Source: an optimization exercise on an open RTL-to-GDS flow (aim: small area, a short achievable clock period and few clock cycles). Production flows keep margins and buffers that such runs may drop. The RTL of this run was laid out without a check of its function. Power is estimated from default activity; no workload was simulated.

==> flow/design.v <==
`default_nettype none
package monexp_pkg;
	typedef logic [16-1:0] word_t;  
	typedef logic [(16 * 4)-1:0] oper_t;  
	typedef struct packed {
		word_t m;  
		word_t e;  
		word_t n;  
		word_t t;  
		word_t r;  
	} load_word_t;
	typedef struct packed {
		oper_t m;
		oper_t e;
		oper_t n;
		oper_t t;
		oper_t r;
		word_t n0prime;  
	} operand_set_t;
	typedef struct packed {
		oper_t a;
		oper_t b;
	} mont_req_t;
endpackage
`default_nettype wire
`timescale 1ns/1ps
`default_nettype none
module monexp_top (
	input  logic clk,
	input  logic reset,
	input  logic start,
	input  logic [79:0] in_word,  
	input  logic [15:0] n0prime,
	output logic busy,
	output logic [15:0] res_word,
	output logic res_valid
);
	localparam logic [2:0] S_IDLE = 3'd0, S_LOAD = 3'd1, S_RUN = 3'd2, S_WAIT = 3'd3, S_UNLD = 3'd4;
	localparam logic [1:0] P_MBAR = 2'd0, P_SQR = 2'd1, P_MUL = 2'd2, P_FIN = 2'd3;
	logic [2:0] state;
	logic [1:0] wcnt;  
	logic [1:0] ptype;  
	logic [4:0] it;  
	logic conv;  
	logic bsel;  
	logic [5:0] bcnt;  
	logic [61:0] n_q;  
	logic [63:0] e_q;  
	logic [62:0] mb_q;  
	logic [63:0] c_q;  
	logic [1:0] np_q;  
	logic [63:0] ss_q, sc_q;  
	logic gam_q;  
	logic [1:0] a_q;  
	logic [1:0] q_q;  
	wire [15:0] w_m = in_word[79:64];
	wire [15:0] w_e = in_word[63:48];
	wire [15:0] w_n = in_word[47:32];
	wire [15:0] w_t = in_word[31:16];
	wire accept = start & ~busy & (state == S_IDLE);
	wire iter = (state == S_RUN) & ~conv;
	wire last_it = (it == 5'd31);
	logic [1:0] a_dig;
	always_comb begin
		a_dig = '0;
		for (int k = 1; k < 32; k++)
			if (it == 5'(k - 1) && ptype != P_FIN)
				a_dig = c_q[2*k +: 2];
	end
	wire [62:0] b_op = bsel ? mb_q : c_q[62:0];
	function automatic [65:0] fa_s(input [65:0] a, input [65:0] b, input [65:0] c);
		fa_s = a ^ b ^ c;
	endfunction
	function automatic [65:0] fa_c(input [65:0] a, input [65:0] b, input [65:0] c);
		fa_c = {(a[64:0] & b[64:0]) | (a[64:0] & c[64:0]) | (b[64:0] & c[64:0]), 1'b0};
	endfunction
	wire [65:0] r0 = {2'b0, ss_q};
	wire [65:0] r1 = {2'b0, sc_q};
	wire [65:0] r2 = {3'b0, b_op & {63{a_q[0]}}};
	wire [65:0] r3 = {2'b0, b_op & {63{a_q[1]}}, gam_q};
	wire [65:0] r4 = {4'b0, n_q & {62{q_q[0]}}};
	wire [65:0] r5 = {3'b0, n_q & {62{q_q[1]}}, 1'b0};
	wire [65:0] l1_0_s = fa_s(r0, r1, r2), l1_0_c = fa_c(r0, r1, r2);
	wire [65:0] l1_1_s = fa_s(r3, r4, r5), l1_1_c = fa_c(r3, r4, r5);
	wire [65:0] l2_0_s = fa_s(l1_0_s, l1_0_c, l1_1_s), l2_0_c = fa_c(l1_0_s, l1_0_c, l1_1_s);
	wire [65:0] l3_0_s = fa_s(l2_0_s, l2_0_c, l1_1_c), l3_0_c = fa_c(l2_0_s, l2_0_c, l1_1_c);
	wire gam_n = |(l3_0_s[1:0] | l3_0_c[1:0]);
	wire [1:0] p_nx = a_dig * b_op[1:0];
	wire [1:0] u_nx = l3_0_s[3:2] + l3_0_c[3:2] + {1'b0, gam_n} + p_nx;
	wire [1:0] q_it = u_nx * np_q;
	wire [63:0] sum = ss_q + sc_q + {63'b0, gam_q};
	wire bit_one = e_q[63];
	wire bits_done = (bcnt == 6'd0);
	wire scan_more = (ptype == P_MBAR) & ~bit_one & ~bits_done;
	wire nx_mul = (ptype == P_SQR) & bit_one;
	wire nx_fin = ~nx_mul & bits_done;
	wire [1:0] c_lo = conv ? sum[1:0] : c_q[1:0];  
	wire [1:0] nx_a = nx_fin ? 2'd1 : c_lo;
	wire [1:0] nx_b = nx_mul ? mb_q[1:0] : c_lo;
	logic [1:0] a_n, b_n;  
	always_comb begin
		a_n = a_dig;
		b_n = b_op[1:0];
		if (state == S_LOAD) begin
			a_n = c_q[17:16];  
			b_n = mb_q[1:0];
		end else if (state != S_RUN || conv) begin
			a_n = nx_a;
			b_n = nx_b;
		end
	end
	wire [1:0] q_pre = a_n * b_n * np_q;  
	always_ff @(posedge clk) begin
		a_q <= a_n;
		q_q <= iter ? q_it : q_pre;
		if (iter) begin
			ss_q <= l3_0_s[65:2];
			sc_q <= l3_0_c[65:2];
			gam_q <= gam_n;
		end else begin
			ss_q <= '0;
			sc_q <= '0;
			gam_q <= 1'b0;
		end
		if (accept)
			np_q <= n0prime[1:0];
		if (state == S_LOAD) begin
			case (wcnt)
				2'd0: begin n_q[15:0] <= w_n; mb_q[15:0] <= w_m; end
				2'd1: begin n_q[31:16] <= w_n; mb_q[31:16] <= w_m; end
				2'd2: begin n_q[47:32] <= w_n; mb_q[47:32] <= w_m; end
				default: begin n_q[61:48] <= w_n[13:0]; mb_q[62:48] <= w_m[14:0]; end
			endcase
		end else if (conv && ptype == P_MBAR)
			mb_q <= sum[62:0];
		if (state == S_LOAD || state == S_UNLD)
			c_q <= {w_t, c_q[63:16]};
		else if (conv)
			c_q <= {1'b0, sum[62:0]};
	end
	wire e_shift = ((state == S_RUN) & (ptype == P_MBAR) & ~bit_one & ~bits_done)  
		| (((state == S_RUN) & conv) | ((state == S_WAIT) & ~scan_more)) & (ptype != P_FIN) & ~nx_mul & ~nx_fin & ~scan_more  
		| ((state == S_WAIT) & scan_more);
	always_ff @(posedge clk) begin
		if (state == S_LOAD) begin
			case (wcnt)
				2'd0: e_q[15:0] <= w_e;
				2'd1: e_q[31:16] <= w_e;
				2'd2: e_q[47:32] <= w_e;
				default: e_q[63:48] <= w_e;
			endcase
		end else if (e_shift)
			e_q <= {e_q[62:0], 1'b0};
	end
	always_ff @(posedge clk or posedge reset) begin
		if (reset) begin
			state <= S_IDLE;
			wcnt <= '0;
			ptype <= P_MBAR;
			it <= '0;
			conv <= 1'b0;
			bsel <= 1'b0;
			bcnt <= '0;
			busy <= 1'b0;
			res_valid <= 1'b0;
		end else begin
			if (e_shift)
				bcnt <= bcnt - 1'b1;
			case (state)
				S_IDLE: if (accept) begin
					state <= S_LOAD;
					wcnt <= '0;
					busy <= 1'b1;
				end
				S_LOAD: begin
					wcnt <= wcnt + 1'b1;
					if (wcnt == 2'd3) begin
						state <= S_RUN;
						ptype <= P_MBAR;
						bsel <= 1'b1;  
						it <= '0;
						conv <= 1'b0;
						bcnt <= 6'd63;
					end
				end
				S_RUN: begin
					if (!conv) begin
						it <= last_it ? '0 : it + 1'b1;
						if (last_it)
							conv <= 1'b1;
					end else begin
						conv <= 1'b0;
						if (ptype == P_FIN) begin
							state <= S_UNLD;
							wcnt <= '0;
							res_valid <= 1'b1;
						end else if (scan_more) begin
							state <= S_WAIT;
						end else begin
							ptype <= nx_mul ? P_MUL : (nx_fin ? P_FIN : P_SQR);
							bsel <= nx_mul;
						end
					end
				end
				S_WAIT: if (!scan_more) begin
					state <= S_RUN;
					ptype <= nx_fin ? P_FIN : P_SQR;
					bsel <= 1'b0;
				end
				S_UNLD: begin
					wcnt <= wcnt + 1'b1;
					if (wcnt == 2'd3) begin
						state <= S_IDLE;
						busy <= 1'b0;
						res_valid <= 1'b0;
					end
				end
				default: state <= S_IDLE;
			endcase
		end
	end
	assign res_word = c_q[15:0];
endmodule
`default_nettype wire
==> flow/run.sh <==
#!/bin/bash
# synth_recipe.tcl (not shown) runs the flow's synth.tcl, then flattens the netlist and writes it again
# the make line also repeats each setting of config.mk as NAME=value (left out here)
make -C /OpenROAD-flow-scripts/flow DESIGN_CONFIG=/design/flow/config.mk WORK_HOME=/design/flow/orfs CLKGATE_MAP_FILE= SYNTH_SCRIPT=/design/flow/synth_recipe.tcl finish
==> flow/config.mk <==
export PLATFORM = sky130hd
export DESIGN_NAME = monexp_top
export DESIGN_NICKNAME = monexp_top
export VERILOG_FILES = /design/flow/design.v
export SDC_FILE = /design/flow/constraint.sdc
export NUM_CORES = 4
export LEC_CHECK = 0
export CAP_MARGIN = 20
export CORE_MARGIN = 2
export CORE_UTILIZATION = 40
export SETUP_SLACK_MARGIN = 5
export SLEW_MARGIN = 20
==> flow/constraint.sdc <==
create_clock -name core_clock -period 10.0 [get_ports {clk}]
set_input_delay 2.0000 -clock core_clock [delete_from_list [all_inputs] [get_ports {clk}]]
set_output_delay 2.0000 -clock core_clock [all_outputs]
set_load 0.01 [all_outputs]
==> results.txt <==
==> synth_stat cells (14+ instances only) <==
master / count / area [sq um]
nand4_1: 16 / 100
edfxtp_1: 255 / 7660
buf_4: 16 / 120
mux2i_1: 62 / 621
nand2_1: 315 / 1180
a21oi_1: 101 / 505
nor3_1: 19 / 95.1
nor2b_1: 77 / 482
a21o_1: 33 / 248
o21ai_1: 17 / 85.1
clkbuf_1: 98 / 368
xnor2_1: 26 / 228
nor2_1: 86 / 323
mux2_2: 14 / 158
and2_1: 261 / 1630
dfrtp_1: 22 / 551
ha_1: 78 / 976
nand2b_1: 75 / 469
fa_1: 252 / 5040
xor2_1: 36 / 315
inv_1: 349 / 1310
dfxtp_1: 131 / 2620
o21ai_0: 119 / 596
nand3_1: 18 / 90.1
==> metal layers <==
layer | vias to the layer above | part of all wire (%)
met3 | 132 | 9.0
met1 | 9698 | 42
li1 | 8939 | -
met5 | - | 0
met4 | 0 | 3.6
met2 | 648 | 45
==> cell families (layout without fill, tap and decap cells) <==
group,after synthesis,count (layout)
mux,76,76
simple gates,941,941
compound gates,412,412
flops,408,408
xor+xnor,62,62
buf+inv,480,541
other cells,0,4
fa+ha+maj,331,331
==> metrics by stage <==
step	utilization [%]	total power, W	worst slack (ns)	std cells	hold WS [ns]
2_1_floorplan	-	0.00785	5.36	2710	0.489
3_3_place_gp	42.7	0.00928	5.27	3610	0.495
3_5_place_dp	42.7	0.00958	5.17	3610	0.499
4_1_cts	45.2	0.0116	5.17	3702	0.513
5_1_grt	45.2	0.0126	5.00	3702	0.532
6_report	45.2	0.0115	5.22	3706	0.513
==> where the power goes <==
part           switching, W  total, W  internal (W)
sequential         0.000352   0.00298       0.00263
clock              0.000782   0.00193       0.00115
combinational       0.00389   0.00655       0.00265
==> critical path: cells and delay by family (launching register included) <==
kind / cells / cell delay, ns
compound gates: 1 / 0.21
xor+xnor: 4 / 0.62
fa+ha+maj: 4 / 1.83
buf+inv: 2 / 0.10
flops: 1 / 0.69
mux: 2 / 0.78
simple gates: 2 / 0.45
==> final cells by class <==
| class | count | area, sq um |
|---|---|---|
| clock inverters | 31 | 397 |
| fillers | 6356 | 37600 |
| well taps | 931 | 1160 |
| inverters | 349 | 1310 |
| multi-input cells | 1822 | 15000 |
| flip-flops and latches | 408 | 10800 |
| clock buffers | 61 | 1320 |
| diodes | 4 | 10.0 |
| repair buffers | 100 | 966 |
==> worst max path at each step <==
stage / slack (ns) / endpoint / from / cells past startpoint
detailed placement: 5.17 / q_q[1]$_DFF_P_ / bsel$_DFFE_PP0P_ / 15
global route: 5.00 / q_q[1]$_DFF_P_ / bsel$_DFFE_PP0P_ / 15
floorplan: 5.36 / q_q[1]$_DFF_P_ / bsel$_DFFE_PP0P_ / 16
CTS: 5.17 / q_q[1]$_DFF_P_ / bsel$_DFFE_PP0P_ / 15
finish: 5.22 / q_q[1]$_DFF_P_ / bsel$_DFFE_PP0P_ / 15
global placement: 5.27 / q_q[1]$_DFF_P_ / bsel$_DFFE_PP0P_ / 15
==> sequential cells by signal, indices dropped and copies added (netlist names), 3 cells and up <==
| register | count |
|---|---|
| bcnt | 6 |
| mb_q | 63 |
| it | 5 |
| state | 3 |
| n_q | 62 |
| c_q | 64 |
| sc_q | 63 |
| e_q | 64 |
| ss_q | 63 |
==> reports/qor.csv <==
metric,value,unit
placed_area,29300,sq um
h-tree-depth,2,
antenna_found_initial,17,
dieHeight,267,um
ir_drop,0.262,mV
muxShareOfSynthArea,2.81,%
clk_path_buf_depth,3,
met3_usage,4.19,%
grt.overflow.total,0,
postRouteWirelength,77500,um
met1_usage,30.4,%
synth-compound-area-share,9.70,%
cts_resized,0,
core_region_area,68600,sq um
hold_violations,0,
first_pass_iters,5,
synth-edff-count,255,
hold_buffers,0,
start_util,40.4,%
rows,96,
layout_commonest_cell,inv_1,
syn_inst,2710,
ys_types,96,
rsz0062_at_grt,false,
r2r-start,bsel$_DFFE_PP0P_,
rr_worst_depth,15,
grt_max_degree,98,
maxSlewViolCount,0,
worst_setup_path_start_kind,flip-flop,
synthFlopType,edfxtp_1,
area_growth,12.0,%
synthXorXnorAreaFrac,1.96,%
whs_path_depth,2,
whs_endpoint,e_q[25]$_DFFE_PP_,
timing.slew.headroom,32.7,%
vias,19400,
worst_pin_slew,1.01,ns
holdCritPathClass,flip-flop to flip-flop,
layout_common_cells,"inv_1, nand2_1, and2_1, edfxtp_1, fa_1",
ys_ff_latch,408,
end_kind,flip-flop,
crit_type,flip-flop to flip-flop,
finalCritPeriodShare,47.8,%
hpwl,56100,um
tns,0,ns
drc,0,
synth_warnings,1,
grt_use_met2,35.3,%
cts_tree,built,
timing.rr.end,q_q[1]$_DFF_P_,
fmax,0.209,GHz
drive_gt1_share,5.38,%
drt_iter0_drc,1585,
cts_sinks,408,
cts_setup_buffers,0,
synth-adder-area-share,21.8,%
grt_pass1_wl,119000,um
setup_viol,0,
required,10.48,ns
cp_data_arrival_time,5.27,ns
leakage,13.1,nW
slowest_stage,dfrtp_4,
finalCriticalPeriod,4.78,ns
gp_congestion,0.916,
async_flop_share,5.39,%
grt_usage,22.2,%
max-cap-violations,0,
cpPeakStageDelay,0.69,ns
grt_busiest_layer,met2,
cts_buffers,49,
die_width,267,um
min_from,e_q[24]$_DFFE_PP_,
fin_nets,3159,
synth_area,27700,sq um
port_buffers,86,
synth_area_per_cell,10.2,sq um
synthSimpleGateAreaFrac,17.8,%
critPathMaxFanout,23,
crit_chain,mux2i_1 -> nor2b_1 -> fa_1 -> inv_1 -> fa_1 -> inv_1 -> fa_1 -> or2_2 -> fa_1 -> xnor2_1 -> xnor2_1 -> xnor2_1 -> mux2i_1 -> xnor2_1 -> o211a_1,
syn-num-nets,3139,
finClkSkew,0.0198,ns
viasPerCell,5.24,
clk-insertion-delay-late,0.61,ns
power.density_cell_area,370,nW/um^2
clkTransAtPathRegs,0.06,ns
pin_count,117,
die_area,71300,sq um
grt_pass1_vias,20000,
outcome,timing/DRC/antenna clean,
ys_seq_area_share,39.1,%
synth_top_family_by_area,adder cells,
worst-r2r-setup-slack,5.22,ns
final_area,31000,sq um
cts_root_buffer,clkbuf_16,
ant_nets,0,
wire_per_inst,20.9,um

port drivers added, routing unchanged:
In the flow no input, the clock included, has a driving cell. The finished layout below was timed again as built, in two steps.
Step 1 assumes that a clkbuf_16 drives the clock port and a buf_2 every other input.
Step 2 moves the port delays by t, midway between the first and last clock arrival at a register: inputs arrive t later, outputs are due t later. That takes back most of the time a late clock gives input paths.
Three values: no drivers, after step 1, after step 2; two values: the first two.
shift t [ns]: 0.664
slack for setup (ns): 5.216 / 5.216 / 5.216
worst hold slack (ns): 0.513 / 0.513 / 0.513
latest minus earliest clock arrival (ns): 0.020 / 0.020
cell pins on the clock port's net: 1
After both steps this run still meets setup and hold. For this run, drivers alone change the setup slack by 0.000 ns; drivers and shift together by 0.000 ns.
